Background: an optimization exercise with open tools, aiming at small area, a short achievable clock period and few clock cycles per item. Do not read the settings as production practice. The RTL was checked by simulation tests, not by an equivalence proof against the original design.

==> design.v <==
package aes_data_pkg;
    typedef logic [128-1:0] aes_block_t;
    typedef logic [8-1:0]  aes_byte_t;
    typedef logic [3:0]                 round_idx_t;
    function automatic logic [7:0] tw_in(input logic [7:0] b);
        tw_in[0] = ~(b[1]);
        tw_in[1] = b[1] ^ b[4] ^ b[5];
        tw_in[2] = ~(b[2] ^ b[4] ^ b[5]);
        tw_in[3] = b[0] ^ b[1] ^ b[2] ^ b[4];
        tw_in[4] = ~(b[3] ^ b[4] ^ b[5]);
        tw_in[5] = b[1] ^ b[2] ^ b[3] ^ b[4] ^ b[5] ^ b[7];
        tw_in[6] = ~(b[0] ^ b[1] ^ b[2] ^ b[4] ^ b[5] ^ b[7]);
        tw_in[7] = b[1] ^ b[2] ^ b[6] ^ b[7];
    endfunction
    function automatic logic [7:0] tw_out(input logic [7:0] b);
        tw_out[0] = b[0] ^ b[1] ^ b[2] ^ b[3] ^ b[6];
        tw_out[1] = b[4] ^ b[6] ^ b[7];
        tw_out[2] = b[1] ^ b[3] ^ b[6];
        tw_out[3] = b[1] ^ b[3];
        tw_out[4] = b[1] ^ b[5] ^ b[7];
        tw_out[5] = b[2] ^ b[3] ^ b[6];
        tw_out[6] = b[1] ^ b[2] ^ b[3] ^ b[4];
        tw_out[7] = b[2] ^ b[3] ^ b[6] ^ b[7];
    endfunction
    function automatic logic [7:0] tw_key(input logic [7:0] b);
        tw_key[0] = b[0] ^ b[1] ^ b[5] ^ b[6] ^ b[7];
        tw_key[1] = b[1] ^ b[6] ^ b[7];
        tw_key[2] = b[1] ^ b[2] ^ b[5] ^ b[6] ^ b[7];
        tw_key[3] = b[1] ^ b[3] ^ b[6] ^ b[7];
        tw_key[4] = b[1] ^ b[2] ^ b[3] ^ b[5] ^ b[7];
        tw_key[5] = b[1] ^ b[4] ^ b[5] ^ b[6];
        tw_key[6] = b[2] ^ b[3];
        tw_key[7] = b[5] ^ b[7];
    endfunction
    function automatic logic [3:0] gf16_mul(input logic [3:0] a, input logic [3:0] b);
        logic [6:0] p;
        p[0] = a[0] & b[0];
        p[1] = (a[1] & b[0]) ^ (a[0] & b[1]);
        p[2] = (a[2] & b[0]) ^ (a[1] & b[1]) ^ (a[0] & b[2]);
        p[3] = (a[3] & b[0]) ^ (a[2] & b[1]) ^ (a[1] & b[2]) ^ (a[0] & b[3]);
        p[4] = (a[3] & b[1]) ^ (a[2] & b[2]) ^ (a[1] & b[3]);
        p[5] = (a[3] & b[2]) ^ (a[2] & b[3]);
        p[6] = a[3] & b[3];
        gf16_mul = {p[3] ^ p[6], p[2] ^ p[5] ^ p[6], p[1] ^ p[4] ^ p[5], p[0] ^ p[4]};
    endfunction
    function automatic logic [3:0] gf16_inv(input logic [3:0] a);
        gf16_inv[0] = (a[0]) ^ (a[1]) ^ (a[2]) ^ (a[0] & a[2]) ^ (a[1] & a[2]) ^ (a[0] & a[1] & a[2]) ^ (a[3]) ^ (a[1] & a[2] & a[3]);
        gf16_inv[1] = (a[0] & a[1]) ^ (a[0] & a[2]) ^ (a[1] & a[2]) ^ (a[3]) ^ (a[1] & a[3]) ^ (a[0] & a[1] & a[3]);
        gf16_inv[2] = (a[0] & a[1]) ^ (a[2]) ^ (a[0] & a[2]) ^ (a[3]) ^ (a[0] & a[3]) ^ (a[0] & a[2] & a[3]);
        gf16_inv[3] = (a[1]) ^ (a[2]) ^ (a[3]) ^ (a[0] & a[3]) ^ (a[1] & a[3]) ^ (a[2] & a[3]) ^ (a[1] & a[2] & a[3]);
    endfunction
    function automatic logic [7:0] tw_inv(input logic [7:0] t);
        logic [3:0] a1;
        logic [3:0] a0;
        logic [3:0] d;
        logic [3:0] di;
        a1 = t[7:4];
        a0 = t[3:0];
        d = gf16_mul(a1, a0);
        d[0] = d[0] ^ a1[2] ^ a0[0] ^ a0[2];
        d[1] = d[1] ^ a1[1] ^ a1[2] ^ a1[3] ^ a0[2];
        d[2] = d[2] ^ a1[1] ^ a0[1] ^ a0[3];
        d[3] = d[3] ^ a1[0] ^ a1[2] ^ a1[3] ^ a0[3];
        di = gf16_inv(d);
        tw_inv = {gf16_mul(a1, di), gf16_mul(a1 ^ a0, di)};
    endfunction
    function automatic logic [11:0] tw_inv_p1(input logic [7:0] t);
        logic [3:0] a1;
        logic [3:0] a0;
        logic [3:0] d;
        a1 = t[7:4];
        a0 = t[3:0];
        d = gf16_mul(a1, a0);
        d[0] = d[0] ^ a1[2] ^ a0[0] ^ a0[2];
        d[1] = d[1] ^ a1[1] ^ a1[2] ^ a1[3] ^ a0[2];
        d[2] = d[2] ^ a1[1] ^ a0[1] ^ a0[3];
        d[3] = d[3] ^ a1[0] ^ a1[2] ^ a1[3] ^ a0[3];
        tw_inv_p1 = {a1, a1 ^ a0, d};
    endfunction
    function automatic logic [7:0] tw_inv_p2(input logic [11:0] p);
        logic [3:0] di;
        di = gf16_inv(p[3:0]);
        tw_inv_p2 = {gf16_mul(p[11:8], di), gf16_mul(p[7:4], di)};
    endfunction
    function automatic logic [7:0] xtime(input logic [7:0] b);
        xtime = {b[6:0], 1'b0} ^ (b[7] ? 8'h1b : 8'h00);
    endfunction
    function automatic logic [31:0] inv_mix_col(input logic [31:0] col);
        logic [7:0] a0;
        logic [7:0] a1;
        logic [7:0] a2;
        logic [7:0] a3;
        logic [7:0] u;
        logic [7:0] v;
        logic [7:0] s;
        a0 = col[31:24];
        a1 = col[23:16];
        a2 = col[15:8];
        a3 = col[7:0];
        u = xtime(xtime(a0 ^ a2));
        v = xtime(xtime(a1 ^ a3));
        a0 = a0 ^ u;
        a1 = a1 ^ v;
        a2 = a2 ^ u;
        a3 = a3 ^ v;
        s = a0 ^ a1 ^ a2 ^ a3;
        inv_mix_col = {a0 ^ s ^ xtime(a0 ^ a1), a1 ^ s ^ xtime(a1 ^ a2),
                       a2 ^ s ^ xtime(a2 ^ a3), a3 ^ s ^ xtime(a3 ^ a0)};
    endfunction
endpackage
package aes_ctrl_pkg;
    typedef enum logic [1:0] {
        LOAD_KEYS,
        LOAD_IV,
        CIPHER
    } load_state_t;
    localparam logic [3:0] U0_FIRST = 4'd13;
    localparam logic [3:0] U0_LAST  = 4'd7;
    localparam logic [3:0] U1_FIRST = 4'd6;
endpackage
module aes_load_port (
    input  logic                     clk,
    input  logic                     resetn,
    input  logic                     in_req_i,
    input  aes_data_pkg::aes_block_t in_data_i,
    output logic                     in_ack_o,
    output logic                     word_valid_o,
    output aes_data_pkg::aes_block_t word_o,
    input  logic                     word_take_i
);
    always_ff @(posedge clk or negedge resetn) begin
        if (!resetn) begin
            in_ack_o <= 1'b0;
        end else begin
            in_ack_o <= word_take_i | (in_ack_o & in_req_i);
        end
    end
    assign word_valid_o = in_req_i && !in_ack_o;
    assign word_o       = in_data_i;
endmodule
module aes_inv_round_s1 (
    input  aes_data_pkg::aes_block_t state_i,
    output logic [191:0]             state_o
);
    for (genvar i = 0; i < 16; i++) begin : g_byte
        assign state_o[191 - 12 * i -: 12] = aes_data_pkg::tw_inv_p1(aes_data_pkg::tw_in(state_i[127 - 8 * i -: 8]));
    end
endmodule
module aes_inv_round_s2 (
    input  logic [191:0]             state_i,
    input  aes_data_pkg::aes_block_t round_key_i,
    output aes_data_pkg::aes_block_t state_o
);
    for (genvar i = 0; i < 16; i++) begin : g_byte
        assign state_o[127 - 8 * i -: 8] =
            aes_data_pkg::tw_out(aes_data_pkg::tw_inv_p2(state_i[191 - 12 * i -: 12]))
            ^ round_key_i[127 - 8 * i -: 8];
    end
endmodule
module aes_inv_round_s3 (
    input  aes_data_pkg::aes_block_t state_i,
    output aes_data_pkg::aes_block_t state_o
);
    aes_data_pkg::aes_block_t mix;
    for (genvar c = 0; c < 4; c++) begin : g_col
        assign mix[127 - 32 * c -: 32] = aes_data_pkg::inv_mix_col(state_i[127 - 32 * c -: 32]);
        for (genvar r = 0; r < 4; r++) begin : g_row
            assign state_o[127 - 8 * (r + 4 * c) -: 8] =
                mix[127 - 8 * (r + 4 * ((c + 4 - r) % 4)) -: 8];
        end
    end
endmodule
module aes_inv_entry (
    input  aes_data_pkg::aes_block_t cipher_i,
    input  aes_data_pkg::aes_block_t key_i,
    output aes_data_pkg::aes_block_t state_o
);
    aes_data_pkg::aes_block_t s;
    assign s = cipher_i ^ key_i;
    for (genvar c = 0; c < 4; c++) begin : g_col
        for (genvar r = 0; r < 4; r++) begin : g_row
            assign state_o[127 - 8 * (r + 4 * c) -: 8] =
                s[127 - 8 * (r + 4 * ((c + 4 - r) % 4)) -: 8];
        end
    end
endmodule
module aes_dec_core (
    input  logic                     clk,
    input  logic                     resetn,
    input  logic                     word_valid_i,
    input  aes_data_pkg::aes_block_t word_i,
    output logic                     word_take_o,
    output logic                     plain_valid_o,
    output aes_data_pkg::aes_block_t plain_o,
    input  logic                     out_full_i,
    input  logic                     out_full_next_i
);
    aes_ctrl_pkg::load_state_t load_state;
    logic [3:0] key_cnt;
    aes_data_pkg::aes_block_t round_keys [15];
    aes_data_pkg::aes_block_t prev_cipher;
    aes_data_pkg::aes_block_t x0_q, z0_q, x1_q, z1_q;
    logic [191:0]             y0_q, y1_q;
    aes_data_pkg::aes_block_t c_x0_q, c_y0_q, c_z0_q, c_x1_q, c_y1_q, c_z1_q;
    logic       v_x0_q, v_y0_q, v_z0_q, v_x1_q, v_y1_q, v_z1_q;
    logic [3:0] r_x0_q, r_y0_q, r_z0_q, r_x1_q, r_y1_q, r_z1_q;
    aes_data_pkg::aes_block_t key_u0, key_u1;
    logic [191:0]             s1_out0, s1_out1;
    aes_data_pkg::aes_block_t s2_out0, s2_out1;
    aes_data_pkg::aes_block_t s3_out0, s3_out1;
    aes_data_pkg::aes_block_t entry_state;
    logic stall;
    logic loop0, leave0, loop1, done1;
    logic done1_next;
    logic enter;
    assign done1_next = stall ? done1 : (v_y1_q && (r_y1_q == 4'd0));
    assign enter       = (load_state == aes_ctrl_pkg::CIPHER) && word_valid_i && !loop0 && !stall;
    assign word_take_o = ((load_state != aes_ctrl_pkg::CIPHER) && word_valid_i) || enter;
    assign plain_valid_o = done1 && !out_full_i;
    assign plain_o       = z1_q ^ c_z1_q;
    always_comb begin
        case (r_y0_q)
            4'd13:   key_u0 = round_keys[13];
            4'd12:   key_u0 = round_keys[12];
            4'd11:   key_u0 = round_keys[11];
            4'd10:   key_u0 = round_keys[10];
            4'd9:    key_u0 = round_keys[9];
            4'd8:    key_u0 = round_keys[8];
            default: key_u0 = round_keys[7];
        endcase
        case (r_y1_q)
            4'd6:    key_u1 = round_keys[6];
            4'd5:    key_u1 = round_keys[5];
            4'd4:    key_u1 = round_keys[4];
            4'd3:    key_u1 = round_keys[3];
            4'd2:    key_u1 = round_keys[2];
            4'd1:    key_u1 = round_keys[1];
            default: key_u1 = round_keys[0];
        endcase
    end
    aes_inv_round_s1 u0_s1 (.state_i(x0_q), .state_o(s1_out0));
    aes_inv_round_s2 u0_s2 (.state_i(y0_q), .round_key_i(key_u0), .state_o(s2_out0));
    aes_inv_round_s3 u0_s3 (.state_i(z0_q), .state_o(s3_out0));
    aes_inv_round_s1 u1_s1 (.state_i(x1_q), .state_o(s1_out1));
    aes_inv_round_s2 u1_s2 (.state_i(y1_q), .round_key_i(key_u1), .state_o(s2_out1));
    aes_inv_round_s3 u1_s3 (.state_i(z1_q), .state_o(s3_out1));
    aes_inv_entry    u_in  (.cipher_i(word_i), .key_i(round_keys[14]), .state_o(entry_state));
    always_ff @(posedge clk or negedge resetn) begin
        if (!resetn) begin
            load_state <= aes_ctrl_pkg::LOAD_KEYS;
            key_cnt    <= 4'd0;
            v_x0_q     <= 1'b0;
            v_y0_q     <= 1'b0;
            v_z0_q     <= 1'b0;
            v_x1_q     <= 1'b0;
            v_y1_q     <= 1'b0;
            v_z1_q     <= 1'b0;
            r_x0_q     <= 4'd0;
            r_y0_q     <= 4'd0;
            r_z0_q     <= 4'd0;
            r_x1_q     <= 4'd0;
            r_y1_q     <= 4'd0;
            r_z1_q     <= 4'd0;
            stall      <= 1'b0;
            loop0      <= 1'b0;
            leave0     <= 1'b0;
            loop1      <= 1'b0;
            done1      <= 1'b0;
        end else begin
            stall <= done1_next && out_full_next_i;
            if (word_valid_i) begin
                case (load_state)
                    aes_ctrl_pkg::LOAD_KEYS: begin
                        if (key_cnt == 4'd14) begin
                            load_state <= aes_ctrl_pkg::LOAD_IV;
                        end else begin
                            key_cnt <= key_cnt + 4'd1;
                        end
                    end
                    aes_ctrl_pkg::LOAD_IV: begin
                        load_state <= aes_ctrl_pkg::CIPHER;
                    end
                    default: ;
                endcase
            end
            if (!stall) begin
                loop0  <= v_y0_q && (r_y0_q != aes_ctrl_pkg::U0_LAST);
                leave0 <= v_y0_q && (r_y0_q == aes_ctrl_pkg::U0_LAST);
                loop1  <= v_y1_q && (r_y1_q != 4'd0);
                done1  <= v_y1_q && (r_y1_q == 4'd0);
                v_y0_q <= v_x0_q;
                r_y0_q <= r_x0_q;
                v_z0_q <= v_y0_q;
                r_z0_q <= r_y0_q;
                v_y1_q <= v_x1_q;
                r_y1_q <= r_x1_q;
                v_z1_q <= v_y1_q;
                r_z1_q <= r_y1_q;
                v_x0_q <= loop0 || enter;
                r_x0_q <= loop0 ? r_z0_q - 4'd1 : aes_ctrl_pkg::U0_FIRST;
                v_x1_q <= leave0 || loop1;
                r_x1_q <= leave0 ? aes_ctrl_pkg::U1_FIRST : r_z1_q - 4'd1;
            end
        end
    end
    for (genvar k = 0; k < 15; k++) begin : g_key
        always_ff @(posedge clk) begin
            if (load_state == aes_ctrl_pkg::LOAD_KEYS && key_cnt == k) begin
                round_keys[k] <= word_i;
            end
        end
    end
    always_ff @(posedge clk) begin
        if (load_state == aes_ctrl_pkg::LOAD_IV || enter) begin
            prev_cipher <= word_i;
        end
        if (!stall) begin
            y0_q   <= s1_out0;
            c_y0_q <= c_x0_q;
            z0_q   <= s2_out0;
            c_z0_q <= c_y0_q;
            y1_q   <= s1_out1;
            c_y1_q <= c_x1_q;
            z1_q   <= s2_out1;
            c_z1_q <= c_y1_q;
            x0_q   <= loop0 ? s3_out0 : entry_state;
            c_x0_q <= loop0 ? c_z0_q : prev_cipher;
            x1_q   <= leave0 ? s3_out0 : s3_out1;
            c_x1_q <= leave0 ? c_z0_q : c_z1_q;
        end
    end
endmodule
module aes_plain_port (
    input  logic                     clk,
    input  logic                     resetn,
    input  logic                     plain_valid_i,
    input  aes_data_pkg::aes_block_t plain_i,
    output logic                     full_o,
    output logic                     full_next_o,
    output logic                     out_req_o,
    output aes_data_pkg::aes_block_t out_data_o,
    input  logic                     out_ack_i
);
    assign full_next_o = (out_req_o && out_ack_i) ? 1'b0 : (full_o || plain_valid_i);
    always_ff @(posedge clk or negedge resetn) begin
        if (!resetn) begin
            out_req_o <= 1'b0;
            full_o    <= 1'b0;
        end else begin
            if (out_req_o) begin
                if (out_ack_i) begin
                    out_req_o <= 1'b0;
                    full_o    <= 1'b0;
                end
            end else begin
                if (plain_valid_i) begin
                    full_o <= 1'b1;
                end
                if ((full_o || plain_valid_i) && !out_ack_i) begin
                    out_req_o <= 1'b1;
                end
            end
        end
    end
    always_ff @(posedge clk) begin
        if (plain_valid_i) begin
            out_data_o <= plain_i;
        end
    end
endmodule
module aes256_cbc_dec (
    input  logic                     clk,
    input  logic                     resetn,
    input  logic                     in_req_i,
    input  aes_data_pkg::aes_block_t in_data_i,
    output logic                     in_ack_o,
    output logic                     out_req_o,
    output aes_data_pkg::aes_block_t out_data_o,
    input  logic                     out_ack_i
);
    logic       word_valid;
    aes_data_pkg::aes_block_t word_data;
    logic       word_take;
    logic       plain_valid;
    aes_data_pkg::aes_block_t plain_data;
    logic       out_full;
    logic       out_full_next;
    aes_load_port aes_load_port_inst (
        .clk          (clk),
        .resetn       (resetn),
        .in_req_i     (in_req_i),
        .in_data_i    (in_data_i),
        .in_ack_o     (in_ack_o),
        .word_valid_o (word_valid),
        .word_o       (word_data),
        .word_take_i  (word_take)
    );
    aes_dec_core aes_dec_core_inst (
        .clk           (clk),
        .resetn        (resetn),
        .word_valid_i  (word_valid),
        .word_i        (word_data),
        .word_take_o   (word_take),
        .plain_valid_o (plain_valid),
        .plain_o       (plain_data),
        .out_full_i    (out_full),
        .out_full_next_i (out_full_next)
    );
    aes_plain_port aes_plain_port_inst (
        .clk           (clk),
        .resetn        (resetn),
        .plain_valid_i (plain_valid),
        .plain_i       (plain_data),
        .full_o        (out_full),
        .full_next_o   (out_full_next),
        .out_req_o     (out_req_o),
        .out_data_o    (out_data_o),
        .out_ack_i     (out_ack_i)
    );
endmodule
==> flow/run.sh <==
#!/bin/bash
# The standard layout, unchanged except that timing repair (after CTS and
# after global routing) aims for a setup margin of 6.6 ns at the design's
# 10 ns clock, i.e. it keeps optimising paths longer than 3.4 ns. The clock,
# constraints, synthesis, floorplan, power grid and port buffering are the
# standard flow's. The make output goes to standard_flow.log here; ORFS keeps
# each step's own log under orfs/logs/.
set -euo pipefail
cd "$(dirname "$0")/.."
bash standard.sh SETUP_SLACK_MARGIN=6.6 finish > standard_flow.log 2>&1
==> standard.sh <==
#!/bin/bash
# synth_recipe.tcl (not shown) runs the flow's synth.tcl, then flattens the netlist and writes it again
# the make line also repeats each setting of config.mk as NAME=value (left out here)
make -C /OpenROAD-flow-scripts/flow DESIGN_CONFIG=/design/flow/config.mk WORK_HOME=/design/flow/orfs CLKGATE_MAP_FILE= SYNTH_SCRIPT=/design/flow/synth_recipe.tcl "${@:-finish}"
==> config.mk <==
export PLATFORM = sky130hd
export DESIGN_NAME = aes256_cbc_dec
export DESIGN_NICKNAME = aes256_cbc_dec
export VERILOG_FILES = /design/flow/design.v
export SDC_FILE = /design/flow/constraint.sdc
export NUM_CORES = 4
export LEC_CHECK = 0
export CAP_MARGIN = 20
export CORE_MARGIN = 2
export CORE_UTILIZATION = 40
export CTS_CLUSTER_DIAMETER = 80
export CTS_CLUSTER_SIZE = 28
export SLEW_MARGIN = 20
==> constraint.sdc <==
create_clock -name core_clock -period 10.0 [get_ports {clk}]
set_input_delay 2.0000 -clock core_clock [delete_from_list [all_inputs] [get_ports {clk}]]
set_output_delay 2.0000 -clock core_clock [all_outputs]
set_load 0.01 [all_outputs]
==> impl_results.md, run 1 <==
- Met3 wire len: between 40 and 50 mm
- Count of cell types in the netlist: 98
- First-pass GRT wire length: approximately 800 mm
- Initial Utilization: 0.4017
- Worst Skew: between 70 and 80 ps
- Die height: 700.1 um
- Initial DRC Count: 13760
- Worst min path class: reg2reg
- Top-level I/O count: 262
- Die footprint: approximately 0.5 sq mm
- Nature of the critical path endpoint: output pin
- Clk slew on worst S/H paths: between 100 and 150 ps
- Final worst path period need: about 3600 ps
- Max layer used: met5
- Worst Setup Path Type: reg2out
- CP cell instances: buf_2
- Final hold vios: 0
- Share of post-route cells with drive strength above 1: 0.1467
- Place WS: just under 5000 ps
- Root buffer cell: clkbuf_16
- Ys flop type: edfxtp_1
- RR Endpoint: aes_dec_core_inst.round_keys[5][57]$_DFFE_PP_
- Global placement routability congestion: 0.8888
- Total CTS buffers: between 150 and 200
- Clk latency of the worst-skew pair: 990 ps
- Die width: roughly 700 um
- Max Freq: roughly 270 MHz
- Drt pass-1 iters: 8
- IO Port Bufs: 261
- Clock Sink Count: roughly 3900
- Hold_sp: aes_dec_core_inst.c_x1_q[76]$_DFFE_PN_
- Final TNS setup: 0 ps
- Yosys reg bits: approximately 3900
- Number of flops mapped to enable cells by yosys: 3840
- Clock Tree Buf Depth: 4
- WL met2: 257.5 mm
- Multi-input logic area: about 0.078 sq mm
- Setup crit end: out_data_o[79]
- Critical path arrival: approximately 1600 ps
- GRT overflow: 0
- Pin count of the biggest net entering global routing: 183
- Final net count: approximately 15000
- CTS tree: yes
- Setup violators final: 0
- Critical Path Start Type: flip-flop
- Synthesized Nets: about 15000
- Worst Reg-to-Reg Cells: 4
- RSZ-0062 raised after global routing: yes
- Flip-flop and latch area: 0.1164 sq mm
- Global-route usage over all layers: 0.2252
- Initial antenna violation count: 82
- Post-route DRC: 0
- Crit path max-delay cell type: edfxtp_1
- Vias in the first global route: between 100k and 150k
- Worst setup path start: aes_plain_port_inst.out_data_o[79]$_DFFE_PP_
- Vias: around 120k
- CP Max Fanout: 1
- Sequential fraction of the synthesis area: 0.6004
- R2r startpoint: aes_dec_core_inst.key_cnt[2]$_DFFE_PN0P_
- CP top delay family: flip-flops
- Mapped Area: approximately 0.19 sq mm
- DP HPWL: between 300 and 400 mm
- Area grow syn2layout: 12.91%
- Post-Syn Instances: 14380
- # fillers: between 40000 and 50000
- Setup ws final: 6360 ps
- Period utilisation layout: 0.3640
- R2R Setup Slk: between 6000 and 7000 ps
- Max-cap violations: 0
- Slew margin rel.: 0.1709
- CP bufs+invs: 1
- Final Instance Area: about 0.22 sq mm
- Largest register FFs: about 1900
- Wirelength per Cell: between 20 and 30 um
- Routed wire length: about 580 mm
- # rows: 255
- Placed cell area: slightly above 0.2 sq mm
- Largest regs: aes_dec_core_inst.round_keys: 1920 flops, aes_dec_core_inst.y0_q: 192 flops, aes_dec_core_inst.y1_q: 192 flops
- CTS H-Tree Depth: 4
- Slew at the pin with the worst max-slew slack: between 1000 and 1500 ps
- Yosys warning count: 8
- Status: complete, no violations
- FFs w/ async S/R, synth: 0.01082
- Syn_area_per_cell: about 13 sq um
- Largest Register: aes_dec_core_inst.round_keys
- CP required: approximately 8000 ps
- Wl on met1: approximately 250 mm
- Slew Viols, Final: 0
- Final ANT Viol Nets: 0
- Core area: around 0.48 sq mm
- WP depth: 1
- Vias per inst: 5.465
- CP peak stage delay: 470 ps
-- how the worst min path moves through the flow --
stage | end | depth (start not counted)
detailed placement | aes_dec_core_inst.c_y0_q[10]$_DFFE_PN_ | 0
finish | aes_dec_core_inst.c_y1_q[76]$_DFFE_PN_ | 0
floorplan | aes_dec_core_inst.c_y0_q[0]$_DFFE_PN_ | 0
global route | aes_dec_core_inst.c_z0_q[77]$_DFFE_PN_ | 0
global placement | aes_dec_core_inst.c_y0_q[46]$_DFFE_PN_ | 0
CTS | aes_dec_core_inst.c_y1_q[76]$_DFFE_PN_ | 0
-- synthesized netlist by cell type (16+ instances only) --
cell type  number  area [sq um]
nand2b_1       61         381.6
inv_1         291          1092
or3_1          29         181.4
o21ai_1        20         100.1
a222oi_1       79         790.8
o22ai_1        76         475.5
edfxtp_1     3840        115300
nor2b_1        46         287.8
a31oi_1        26         162.7
dfrtp_1        42          1051
buf_1          61         229.0
a221oi_2       18         270.3
clkbuf_1      430          1614
mux2i_1       236          2362
xor2_1       1154         10110
o221ai_1       25         219.0
nor3b_1        31         232.7
xnor3_1       126          2838
buf_2          87         435.4
nand2_1      1347          5056
xnor2_2        50         813.3
nor3_1         88         440.4
a221oi_1      114         998.5
ha_1          198          2477
xor3_1         45          1070
and3_1         48         300.3
nand4_1        31         193.9
a311oi_1       27         236.5
nand3_1       193         965.9
a21oi_1       514          2572
mux2_2        369          4155
nand3b_1       26         195.2
o21ai_0       422          2112
o211ai_1       24         180.2
nor4_1         17         106.4
and2_1         25         156.4
xnor2_1      2744         24030
nor2_1        567          2128
a22oi_1       456          3423
fa_1           32         640.6
a211oi_1       48         360.4
xor2_2         27         439.2
a221o_1        16         160.2
a21boi_0       31         232.7
nand4b_1       19         166.4
-- metrics by stage --
stage	util	hold slack (ps)	cells
global route	0.4535	407.1	21520
floorplan	-	400.3	14380
finish	0.4536	389.7	21540
detailed placement	0.4241	404.5	20740
global placement	0.4241	400.1	20740
CTS	0.4441	388.5	21230
-- placed cells by master, fill, tap and decap left out, types with 128 or more instances in the layout --
master and instances:
o21ai_0 404, inv_1 273, mux2_2 367, nand3_1 193, clkbuf_16 199, a22oi_1 455, ha_1 195, mux2i_1 236
clkdlybuf4s50_1 128, xnor2_2 246, xor2_1 1056, nor2_1 530, xnor2_1 2524, a21oi_1 501, buf_4 609, edfxtp_1 3840
nand2_1 1337
-- layer usage --
layer	up-vias	track usage
met5	-	0
met4	58	0.06136
met3	670	0.03935
met2	4343	0.3488
met1	59860	0.3261
li1	52750	-
-- timing repair --
| item | CTS | global route |
|---|---|---|
| pin swaps | 81 | 195 |
| buffers inserted | 178 | 272 |
| hold buffers | 0 | 0 |
| setup endpoints to repair | 990 | 1049 |
| cloned | 13 | 9 |
| resized for setup | 906 | 392 |
-- cells by family (layout without fill, tap and decap cells) --
| family | after synthesis | after routing | share of synthesized area |
|---|---|---|---|
| mux | 613 | 613 | 0.03450 |
| buf+inv | 880 | 1579 | 0.01775 |
| compound gates | 2011 | 2013 | 0.06870 |
| xor+xnor | 4147 | 4150 | 0.2029 |
| simple gates | 2608 | 2616 | 0.05945 |
| fa+ha+maj | 234 | 234 | 0.01629 |
| flops | 3882 | 3882 | 0.6004 |
| other cells | 0 | 23 | 0 |
-- area by class of cell --
cell class              count  share of cell area
multi-input cells        9626              0.3575
flip-flops and latches   3882              0.5319
clock inverters            96            0.006484
inverters                 293            0.005146
diodes                     23           0.0002630
well taps                6425             0.03674
clock buffers             208             0.02286
repair buffers            981             0.03900
repair inverters            1          0.00005146
Testbench counts, summed over its fixed seeds: cycles 3,048, items 320.
==> run 2, diff against run 1 <==
--- a/design.v
+++ b/design.v
@@ -305,13 +305,13 @@
     end
     for (genvar k = 0; k < 15; k++) begin : g_key
         always_ff @(posedge clk) begin
-            if (load_state == aes_ctrl_pkg::LOAD_KEYS && key_cnt == k) begin
+            if (word_valid_i && load_state == aes_ctrl_pkg::LOAD_KEYS && key_cnt == k) begin
                 round_keys[k] <= word_i;
             end
         end
     end
     always_ff @(posedge clk) begin
-        if (load_state == aes_ctrl_pkg::LOAD_IV || enter) begin
+        if ((word_valid_i && load_state == aes_ctrl_pkg::LOAD_IV) || enter) begin
             prev_cipher <= word_i;
         end
         if (!stall) begin
==> flow/run.sh (replaced) <==
#!/bin/bash
# The standard layout, unchanged except that timing repair (after CTS and
# after global routing) aims for a setup margin of 6.35 ns at the design's
# 10 ns clock, i.e. it keeps optimising paths longer than 3.65 ns. The clock,
# constraints, synthesis, floorplan, power grid and port buffering are the
# standard flow's. The make output goes to standard_flow.log here; ORFS keeps
# each step's own log under orfs/logs/.
set -euo pipefail
cd "$(dirname "$0")/.."
bash standard.sh SETUP_SLACK_MARGIN=6.35 finish > standard_flow.log 2>&1
==> run 2 against run 1 <==
Against the previous run:
- die area down 0.84%
- critical endpoint is now aes_dec_core_inst.round_keys[6][27]$_DFFE_PP_
- clock skew down 2.6 ps
- flip-flop and latch count unchanged
- still clean on timing, DRC and antenna
- critical path depth up 7
- highest routed layer unchanged
==> impl_results.md, run 2 <==
- Max-cap violations: 0
- Top cells by area, synth: edfxtp_1 60%, xnor2_1 13%, xor2_1 5.1%, nand2_1 2.9%, mux2_2 1.9%
- Hold Path Depth: 0
- Worst setup path start: in_req_i
- CP cell instances: clkdlybuf4s50_1, nand2b_1, nor3_4, buf_12, nand2_2, nor2_4, buf_12, clkbuf_8
- First-pass GRT wire length: about 780 mm
- Die width: between 600 and 700 um
- Clk slew on worst S/H paths: 100 ps
- CP bufs+invs: 4
- Worst Reg-to-Reg Cells: 7
- Root buffer cell: clkbuf_16
- GRT overflow: 0
- Setup ws final: between 6000 and 7000 ps
- Top-level I/O count: 262
- Xor/xnor cell area share of the yosys netlist: 0.2035
- Global placement routability congestion: slightly below 0.9
- Ys flop type: edfxtp_1
- Area grow syn2layout: 10.84%
- Post-Synth Adder-Cell Area: 0.01659
- Top cell by count, worst path: buf_12
- Most common cell in the netlist: edfxtp_1
- Wirelength per Cell: around 26 um
- Vias per inst: roughly 5.4
- Share of post-route cells with drive strength above 1: 0.1083
- Place WS: 4036 ps
- IO Port Bufs: between 200 and 300
- Drt pass-1 iters: 8
- Die height: roughly 700 um
- Period utilisation layout: 0.3660
- Largest register FFs: between 1500 and 2000
- Final ANT Viol Nets: 0
- WHS: just under 400 ps
- CTS H-Tree Depth: 4
- Post-route DRC: 0
- Count of cell types in the netlist: slightly below 100
- Syn_area_per_cell: around 14 sq um
- Initial DRC Count: 14100
- Vias: approximately 110k
- Largest Register: aes_dec_core_inst.round_keys
- Post-Synth Simple-Gate Area: 0.05892
- Initial Utilization: 0.4015
- Final worst path period need: 3660 ps
- WP depth: 8
- Total CTS buffers: 194
- Mapped Area: around 0.19 sq mm
- Yosys warning count: 8
- Max Freq: approximately 270 MHz
- RSZ-0062 raised after global routing: yes
- Largest regs: aes_dec_core_inst.round_keys: 1920 flops, aes_dec_core_inst.y0_q: 192 flops, aes_dec_core_inst.y1_q: 192 flops
- CP Max Fanout: 53
- Critical Path Start Type: input pin
- Die footprint: 0.4860 sq mm
- Initial antenna violation count: 76
- Global-route usage over all layers: 0.2189
- Slew Viols, Final: 0
- Nature of the critical path endpoint: flip-flop
- Status: complete, no violations
- Final net count: about 15000
- Largest family of logic cells by synthesized area: XOR/XNOR gates
- Final TNS setup: 0 ps
- Multiplexer area fraction after synthesis: 0.03033
- Synth top area share: 0.6000
- Clock Sink Count: ~3900
- Most common cell after layout, fill and taps aside: edfxtp_1
- CP required: about 11000 ps
- Synth area leader: edfxtp_1
- Number of flops mapped to enable cells by yosys: ~3800
- FFs w/ async S/R, synth: 0.01082
- Worst Setup Path Type: in2reg
- Compound-Gate Fraction of Synth Area: 0.06796
- Sequential fraction of the synthesis area: 0.6055
- Core area: between 0.4 and 0.5 sq mm
- Clk latency of the worst-skew pair: around 990 ps
- Post-synth top cells: 3840 x edfxtp_1, 2855 x xnor2_1, 1466 x nand2_1
- Hold_sp: aes_dec_core_inst.c_y0_q[49]$_DFFE_PN_
- Yosys reg bits: around 3900
- R2r startpoint: aes_dec_core_inst.z1_q[46]$_DFFE_PN_
- Synthesized Nets: between 10000 and 15000
- Critical path arrival: 4270 ps
- Most frequent cells in the layout: 3840 x edfxtp_1, 2734 x xnor2_1, 1462 x nand2_1
- CP top delay family: buffers and inverters
- Worst Skew: roughly 68 ps
- DP HPWL: roughly 380 mm
- Setup violators final: 0
- Routed wire length: about 550 mm
- Final hold vios: 0
- Vias in the first global route: approximately 110k
- CTS tree: yes
- Pin count of the biggest net entering global routing: ~190
- Worst min path class: reg2reg
- Slew at the pin with the worst max-slew slack: between 1000 and 1500 ps
- Post-Syn Instances: approximately 14000
- Clock Tree Buf Depth: 4
- Slew margin rel.: 0.1957
- Crit path max-delay cell type: clkdlybuf4s50_1
- CP peak stage delay: approximately 500 ps
- # rows: about 250
-- run 2: worst paths after layout --
path                                                                 end  slack, ps
min in group asynchronous         aes_plain_port_inst.full_o$_DFFE_PN0P_       1130
hold reg to reg                   aes_dec_core_inst.c_z0_q[49]$_DFFE_PN_        400
hold / removal                    aes_dec_core_inst.c_z0_q[49]$_DFFE_PN_        400
setup / recovery           aes_dec_core_inst.round_keys[6][27]$_DFFE_PP_       6340
max in group asynchronous            aes_dec_core_inst.loop0$_DFFE_PN0N_       8190
setup reg to reg                    aes_dec_core_inst.x1_q[69]$_DFFE_PN_       6360
-- run 2: final cells by class --
type	instances	area, sq um
timing repair buffer	698	6420
tap	6400	8008
fill	42910	265600
clock inverter	88	1381
sequential	3882	116400
clock buffer	228	5066
inverter	301	1134
multi-input combinational	9465	74580
antenna	18	45.04
-- run 2: metrics by stage --
stage	instances	cell area (sq um)	utilization
global placement	20560	202900	0.4240
floorplan	14180	192200	-
global route	21060	213000	0.4450
detailed placement	20560	202900	0.4240
finish	21080	213000	0.4451
CTS	20930	210700	0.4403
-- run 2: cells by family (layout without fill, tap and decap cells) --
family,after synthesis,after routing
simple gates,2573,2576
compound gates,1925,1927
other cells,0,18
flops,3882,3882
fa+ha+maj,237,237
buf+inv,836,1315
xor+xnor,4186,4187
mux,538,538
-- run 2: timing repair --
action / 4_1_cts / 5_1_grt
pin swaps: 32 / 53
gates cloned: 12 / 6
setup buffers: 40 / 123
resized for setup: 700 / 199
hold buffers: 0 / 0
setup endpoints to repair: 2203 / 1234
-- run 2: per-layer routing --
layer | share of wire | GRT usage | up-vias
li1 | - | - | 51490
met4 | 0.023 | 0.04421 | 46
met3 | 0.080 | 0.03220 | 544
met2 | 0.46 | 0.3463 | 3978
met1 | 0.44 | 0.3211 | 58000
met5 | 0.00050 | 0 | -
Testbench counts of run 2, summed over its fixed seeds: cycles 3,048, items 320.

[re-timing with driven ports]
No port has a modelled driver above. Below, the same layouts with a new extraction and two added sets of constraints.
Step 1 assumes that a clkbuf_16 drives the clock port and a buf_2 every other input.
Step 2, shift: input delay + t, output delay - t, t = (earliest + latest rising clock arrival at the registers) / 2. This alone moves slack from input paths to output paths.
Slacks: no drivers / after step 1 / after step 2; pairs: no drivers / after step 1.
run	shift t [ns]	setup slack, ns	hold WS [ns]	pins driven straight from the clock port
run 1	1.082	6.360 / 6.240 / 5.626	0.390 / 0.390 / 0.390	1
run 2	1.083	6.340 / 6.241 / 5.159	0.396 / 0.396 / 0.396	1
After both steps every run listed still meets setup and hold. For run 2, which loses most, drivers alone change the setup slack by -0.099 ns; drivers and shift together by -1.181 ns.
